Source: an optimization exercise on an open RTL-to-GDS flow (aim: small area, a short achievable clock period and few clock cycles). Production flows keep margins and buffers that such runs may drop.
In this exercise RTL edits were held to simulation tests only and were not proved equivalent to the original.
No activity file was given, so power comes from the tool's default toggle rates. The flow treats the clock pin as an ideal source, which a real chip does not have.

**design/flow/design.v**
```verilog
`default_nettype none
module instr_mem_ctrl #(
  parameter int XLEN        = 32,
  parameter int DEPTH       = 64,
  parameter int WAIT_STATES = 1,
  parameter int AW          = $clog2(DEPTH)
) (
  input  logic            clk,
  input  logic            reset,
  input  logic            fetch_req,
  input  logic [31:0]     fetch_addr,
  output logic            fetch_ready,
  output logic            instr_valid,
  output logic [XLEN-1:0] instr,
  output logic            fetch_fault,
  input  logic            prog_we,
  input  logic [31:0]     prog_addr,
  input  logic [XLEN-1:0] prog_data,
  input  logic            prog_inj_err,
  output logic            prog_busy,
  output logic            parity_err
);
  localparam logic [31:0]     c_BYTE_LIMIT = 32'(DEPTH * 4);
    localparam logic [XLEN-1:0] c_NOP        = XLEN'(32'h0000_0013);
  localparam int PW = 1;
  localparam int MW = XLEN + PW;
  logic          r_busy;
  logic          r_ready;
  logic [AW:0]   r_clr_cnt;
  logic          w_run;
  logic          w_clr_last;
  assign w_run      = r_clr_cnt[AW];
  assign w_clr_last = (r_clr_cnt == (AW+1)'(DEPTH - 1));
  always_ff @(posedge clk) begin
    if (reset) begin
      r_busy    <= 1'b1;
      r_ready   <= 1'b0;
      r_clr_cnt <= '0;
    end else begin
      if (w_clr_last) begin
        r_busy  <= 1'b0;
        r_ready <= 1'b1;
      end
      if (!w_run) r_clr_cnt <= r_clr_cnt + (AW+1)'(1);
    end
  end
  assign prog_busy   = r_busy;
  assign fetch_ready = r_ready;
  logic            r1_v;
  logic            r1_fault;
  logic            w_fault;
  logic            w_prog_ok;
  logic [7:0]      r1_sel_hi;
  logic [7:0]      r1_sel_lo;
  logic [7:0]      rw_sel_hi;
  logic [7:0]      rw_sel_lo;
  logic [XLEN-1:0] rw_data;
  logic [PW-1:0]   rw_par;
  assign w_fault   = (fetch_addr[1:0] != 2'b00) || (fetch_addr >= c_BYTE_LIMIT);
  assign w_prog_ok = w_run && prog_we &&
                     (prog_addr[1:0] == 2'b00) && (prog_addr < c_BYTE_LIMIT);
  always_ff @(posedge clk) begin
    r1_v      <= !reset && w_run && fetch_req;
    r1_fault  <= w_fault;
    r1_sel_hi <= w_fault ? 8'd0 : (8'd1 << fetch_addr[7:5]);
    r1_sel_lo <= 8'd1 << fetch_addr[4:2];
    if (reset) begin
      rw_sel_hi <= 8'hFF;
      rw_sel_lo <= 8'hFF;
      rw_data   <= '0;
    end else begin
      rw_sel_hi <= w_prog_ok ? (8'd1 << prog_addr[7:5]) : 8'd0;
      rw_sel_lo <= 8'd1 << prog_addr[4:2];
      rw_data   <= prog_data;
    end
  end
  always_ff @(posedge clk) rw_par <= reset ? 1'b0 : (^prog_data) ^ prog_inj_err;
  logic [MW-1:0] r_mem [DEPTH];
  logic [MW-1:0] w_wr_word;
  assign w_wr_word = {rw_par, rw_data};
  always_ff @(posedge clk) begin
    for (int i = 0; i < DEPTH; i++)
      if (rw_sel_hi[i / 8] && rw_sel_lo[i % 8]) r_mem[i] <= w_wr_word;
  end
  logic          r2_v;
  logic          r2_fault;
  logic [MW-1:0] r2_word;
  logic [MW-1:0] w_rd_grp [8];
  logic [MW-1:0] w_rd_word;
  for (genvar g = 0; g < 8; g++) begin : g_rd_grp
    assign w_rd_grp[g] =
      ({MW{r1_sel_lo[0]}} & r_mem[8*g+0]) | ({MW{r1_sel_lo[1]}} & r_mem[8*g+1]) |
      ({MW{r1_sel_lo[2]}} & r_mem[8*g+2]) | ({MW{r1_sel_lo[3]}} & r_mem[8*g+3]) |
      ({MW{r1_sel_lo[4]}} & r_mem[8*g+4]) | ({MW{r1_sel_lo[5]}} & r_mem[8*g+5]) |
      ({MW{r1_sel_lo[6]}} & r_mem[8*g+6]) | ({MW{r1_sel_lo[7]}} & r_mem[8*g+7]);
  end
  assign w_rd_word =
    ({MW{r1_sel_hi[0]}} & w_rd_grp[0]) | ({MW{r1_sel_hi[1]}} & w_rd_grp[1]) |
    ({MW{r1_sel_hi[2]}} & w_rd_grp[2]) | ({MW{r1_sel_hi[3]}} & w_rd_grp[3]) |
    ({MW{r1_sel_hi[4]}} & w_rd_grp[4]) | ({MW{r1_sel_hi[5]}} & w_rd_grp[5]) |
    ({MW{r1_sel_hi[6]}} & w_rd_grp[6]) | ({MW{r1_sel_hi[7]}} & w_rd_grp[7]);
  always_ff @(posedge clk) begin
    r2_v     <= !reset && r1_v;
    r2_fault <= r1_fault;
    r2_word  <= w_rd_word;
  end
  always_ff @(posedge clk) begin
    instr_valid <= !reset && r2_v;
    fetch_fault <= r2_fault;
    instr       <= r2_word[XLEN-1:0] | (r2_fault ? c_NOP : '0);
  end
  always_ff @(posedge clk) parity_err <= ^r2_word;
endmodule
`default_nettype wire
```
**design/flow/flow/run.sh**
```bash
#!/bin/bash
set -euo pipefail
export BUFFER_PORTS_ARGS="-buffer_cell sky130_fd_sc_hd__buf_1"
export CTS_ARGS="-sink_clustering_enable -repair_clock_nets -sink_clustering_size 30 -sink_clustering_max_diameter 100 -dont_use_dummy_load"
bash standard.sh place > layout_place.log 2>&1
PLACE_ODB="$PWD/orfs/results/$FLOW_PLATFORM/instr_mem_ctrl/base/3_place.odb" \
  openroad -no_init -exit flow/move_out_flops.tcl > move_out_flops.log 2>&1
bash standard.sh finish > layout_finish.log 2>&1
```
**design/flow/flow/move_out_flops.tcl**
```tcl
# Moves each flip-flop that drives an output port's buffer next to that
# buffer, makes that buffer a buf_4, then legalizes the placement. Reads and rewrites the placed design
# given by $::env(PLACE_ODB).
read_db $::env(PLACE_ODB)
set block [ord::get_db_block]
set out_buf sky130_fd_sc_hd__buf_4
set moved 0
foreach bterm [$block getBTerms] {
  if {[$bterm getIoType] != "OUTPUT"} { continue }
  set net [$bterm getNet]
  set buf ""
  foreach it [$net getITerms] { if {[$it isOutputSignal]} { set buf [$it getInst] } }
  if {$buf == ""} { continue }
  set in_net ""
  foreach it [$buf getITerms] { if {[$it isInputSignal]} { set in_net [$it getNet] } }
  if {$in_net == ""} { continue }
  set ff ""
  foreach it [$in_net getITerms] {
    if {[$it isOutputSignal] && [string match "*df*" [[[$it getInst] getMaster] getName]]} { set ff [$it getInst] }
  }
  if {$ff == ""} { continue }
  # only when the flop drives nothing but this buffer
  if {[llength [$in_net getITerms]] != 2} { continue }
  set loc [$buf getLocation]
  puts "move [$ff getName] from [$ff getLocation] to $loc"
  $ff setLocation [lindex $loc 0] [lindex $loc 1]
  incr moved
  # a stronger output buffer than the buffer_ports default
  if {[[$buf getMaster] getName] != $out_buf} {
    $buf swapMaster [[ord::get_db] findMaster $out_buf]
  }
}
puts "moved $moved flip-flops"
detailed_placement
check_placement -verbose
write_db $::env(PLACE_ODB)
```
**design/flow/standard.sh**
```bash
#!/bin/bash
# synth_recipe.tcl (not shown) runs the flow's synth.tcl, then flattens the netlist and writes it again
# the make line also repeats each setting of config.mk as NAME=value (left out here)
make -C /OpenROAD-flow-scripts/flow DESIGN_CONFIG=/design/flow/config.mk WORK_HOME=/design/flow/orfs CLKGATE_MAP_FILE= SYNTH_SCRIPT=/design/flow/synth_recipe.tcl "${@:-finish}"
```
**design/flow/config.mk**
```make
export PLATFORM = sky130hd
export DESIGN_NAME = instr_mem_ctrl
export DESIGN_NICKNAME = instr_mem_ctrl
export VERILOG_FILES = /design/flow/design.v
export SDC_FILE = /design/flow/constraint.sdc
export NUM_CORES = 4
export LEC_CHECK = 0
export CAP_MARGIN = 20
export CORE_MARGIN = 2
export CORE_UTILIZATION = 50
export CTS_CLUSTER_DIAMETER = 100
export CTS_CLUSTER_SIZE = 30
export SETUP_SLACK_MARGIN = 4.0
export SLEW_MARGIN = 20
```
**design/flow/constraint.sdc**
```tcl
create_clock -name core_clock -period 6.0 [get_ports {clk}]
set_input_delay 1.2000 -clock core_clock [delete_from_list [all_inputs] [get_ports {clk}]]
set_output_delay 1.2000 -clock core_clock [all_outputs]
set_load 0.01 [all_outputs]
```
==> run notes <==
-- path summary, 6_finish.rpt --
path,from,endpoint,slack (ps)
max,r_busy,prog_busy,3580
min,r2_word[14],instr[14],380
max reg2reg,r1_sel_lo[1],r2_word[15],3950
min reg2reg,r2_word[14],instr[14],380
-- through the flow --
step	instances	instance area, um^2	utilization [%]
floorplan	4282	80080	-
global placement	6315	83220	52.48
detailed placement	6317	83280	52.52
CTS	6428	86630	54.63
global route	6444	87000	54.87
finish	6445	87010	54.87
-- worst reg2reg max path, stage by stage, from the launching register on --
cell and delay [ps]:
dfxtp_4 520, buf_16 300, a22oi_1 470, nand4_1 140
a22oi_1 370, nand4_1 150
-- registers in the layout (all words and copies together), names as in the netlist, 7 cells and up --
signal	count
r_mem	2112
r2_word	33
instr	32
rw_data	32
r1_sel_hi	8
r1_sel_lo	8
rw_sel_hi	8
rw_sel_lo	8
r_clr_cnt	7
-- what timing repair did --
action	CTS	global route
setup endpoints to repair	403	122
pin swaps	3	3
hold buffers	0	0
resized for setup	151	34
setup buffers	16	14
cloned	10	1
-- layout make-up --
cell class / count / share of cell area (%)
Multi-Input combinational cell: 1747 / 14.96
Inverter: 5 / 0.02301
Clock buffer: 85 / 2.445
Tap cell: 2072 / 2.980
Sequential cell: 2258 / 76.50
Timing Repair Buffer: 277 / 3.086
Antenna cell: 1 / 0.002876
-- per-layer routing --
| metal | wire length [um] | up-vias |
|---|---|---|
| li1 | - | 18020 |
| met1 | 102600 | 24190 |
| met2 | 116100 | 3207 |
| met3 | 30840 | 337 |
| met4 | 6524 | 6 |
| met5 | 35 | - |
-- placed cells by master, fill, tap and decap left out, drive strengths merged --
cell	Yosys	final
diode	0	1
nor3b	5	5
and3b	4	4
mux2i	1	1
o21ai	1	1
clkbuf	254	88
bufbuf	0	6
a31o	3	3
a22oi	1188	1188
nor2b	37	37
nand3	6	6
dfxtp	146	146
a21oi	3	3
and3	2	2
ha	1	1
inv	4	4
and2	65	65
o31ai	4	4
clkinv	1	1
xnor2	53	53
or3	1	1
buf	18	268
or2	3	3
edfxtp	2112	2112
xnor3	3	3
nor3	4	4
nand4b	1	1
nor2	15	15
nor4	15	15
nand2	24	24
mux2	1	1
nand4	299	299
xor2	8	8
-- cell families (layout without fill, tap and decap cells) --
family | Yosys count | in the layout | share of synthesized area (%)
AO/OA/AOI/OAI | 1199 | 1199 | 11.25
XOR/XNOR | 64 | 64 | 0.7529
adder cells (fa/ha/maj) | 1 | 1 | 0.01565
buffers and inverters | 277 | 367 | 1.301
flip-flops | 2258 | 2258 | 82.99
multiplexers | 2 | 2 | 0.03130
other | 0 | 1 | 0
AND/OR/NAND/NOR | 481 | 481 | 3.653
-- where the power goes --
| group | internal [mW] | total (mW) | switching [mW] |
|---|---|---|---|
| sequential | 18.6 | 19.2 | 0.597 |
| combinational | 0.500 | 1.89 | 1.39 |
| clock | 2.57 | 7.07 | 4.50 |
==> run_results.csv <==
group,metric,value,unit
global_route,gr-total-overflow,0,
synthesis,netlist_instances,4282,
floorplan,ios,138,
job,drv_cap,0,
synthesis,yosysWarnings,3,
drt,via_count,45750,
power_and_ir_drop,ir_drop,274.0,uV
synthesis,post-synth-top-area-cell,"edfxtp_1",
sta,tns,0,ps
clock_network,clk_pin_slew_worst_paths,100,ps
floorplan,die_w,403.8,um
sta,fmax,413.8,MHz
drt,first_pass_iters,8,
clock_network,cts_buffers,85,
sta,fin_ws,3584,ps
floorplan,die_area,163100,um^2
global_route,busiest_layer,"met1",
synthesis,synth.avg_cell_area,18.67,um^2
sta,hold_viol_final,0,
global_route,grt_pass1_wl,347.1,mm
cells_and_area,drive_above_1_share,10.93,%
floorplan,fp.dieH,403.8,um
drt,wl_per_cell,39.73,um
critical_path,end_kind,"primary output",
synthesis,syn_nets,4384,
global_route,antenna_found_initial,13,
drt,drt-vias-per-instance,7.099,
global_route,use_met3,5.363,%
clock_network,clockBufferDepth,3,
critical_path,path_class,"reg -> out",
sta,worst_pin_slew,1160,ps
cells_and_area,regArea,66560,um^2
cells_and_area,area_delta_synth_final,8.843,%
cells_and_area,fillCellCount,12150,
cells_and_area,multi_input_area,13020,um^2
power_and_ir_drop,p_leak,25.55,nW
critical_path,crit_fanout,2,
hold_path,hold_path_class,"reg -> reg",
sta,grt_setup_unrepaired,"true",
critical_path,path_cells,"buf_6",
synthesis,synth_top_area_share,79.34,%
drt,drt-total-wl,256.1,mm
synthesis,ys_async_sr_fraction,0,%
global_route,grt_pass1_vias,42760,
global_route,grtUsageMet2,46.70,%
clock_network,cts_num_sinks,2258,
sta,whs,381.5,ps
drt,drc,0,
place,port_buffers,137,
synthesis,synth_edf_count,2112,
synthesis,syn_area,79940,um^2
synthesis,synth_commonest_cells,"edfxtp_1, a22oi_1, nand4_1",
synthesis,synth-seq-cells,2258,
clock_network,clk_latency,760,ps
sta,slew_headroom,22.67,%
synthesis,synth_most_common_cell,"edfxtp_1",
synthesis,yosys-top-cells-area,"edfxtp_1, a22oi_1, dfxtp_1",
hold_path,whs_path_depth,0,
synthesis,ys_types,34,
synthesis,synthFlopType,"edfxtp_1",
global_route,grt_use_total,30.80,%
sta,setup_viol,0,
sta,period_needed,2416,ps
clock_network,cts_tree,"yes",
outcome,status,"complete, no violations",
critical_path,cp_slowest_cell,"dfxtp_4",
global_route,grt_max_degree,86,
sta,drv_slew,0,
sta,fin_skew,58.11,ps
critical_path,critPathArrivalTime,1220,ps
critical_path,cp_data_required_time,4800,ps
floorplan,initial_core_util,50.41,%
critical_path,reg2regPathDepth,5,
global_route,use_met1,46.87,%
drt,ant_nets,0,
clock_network,cts_htree_levels,3,
critical_path,max_stage_delay,370,ps
power_and_ir_drop,power,28.17,mW
sta,post-route-period-util,40.27,%
place,hpwlAfterDp,115.3,mm
floorplan,row_count,146,
drt,drt-initial-drc-count,8435,
critical_path,start_kind,"flip-flop",
floorplan,coreArea,158600,um^2
clock_network,cts-root-buf,"clkbuf_16",
place,dp_slack,2820,ps
power_and_ir_drop,p_per_area,323.7,nW/um^2
place,gp_congestion,0.7973,
critical_path,crit_family,"flip-flops",
synthesis,seq_area_frac_synth,82.99,%
critical_path,crit_buf_inv,1,
critical_path,critical_path_cell_count,1,
cells_and_area,final_nets,4476,
Testbench counts, summed over its fixed seeds: cycles 12,024.

[re-timing with driven ports]
The flow's constraints put no driver on any port. The routed layout listed below was extracted and timed again, unchanged, in two steps.
Step 1 assumes that a clkbuf_16 drives the clock port and a buf_2 every other input.
Step 2 adds t to the input delays and takes it off the output delays; t is the mean of the earliest and latest rising clock arrival at the registers after step 1. Input paths then give back, and output paths get back, about the clock's delay inside the block.
Slacks: ideal / step 1 / step 2; pairs: ideal / step 1.
shift t [ns]: 0.812
slack for setup (ns): 3.584 / 3.502 / 3.285
worst register clock-pin slew, ns: 0.12 / 0.12
cell pins on the clock port's net: 1
After both steps this run still meets setup and hold. For this run, drivers alone change the setup slack by -0.082 ns; drivers and shift together by -0.299 ns.
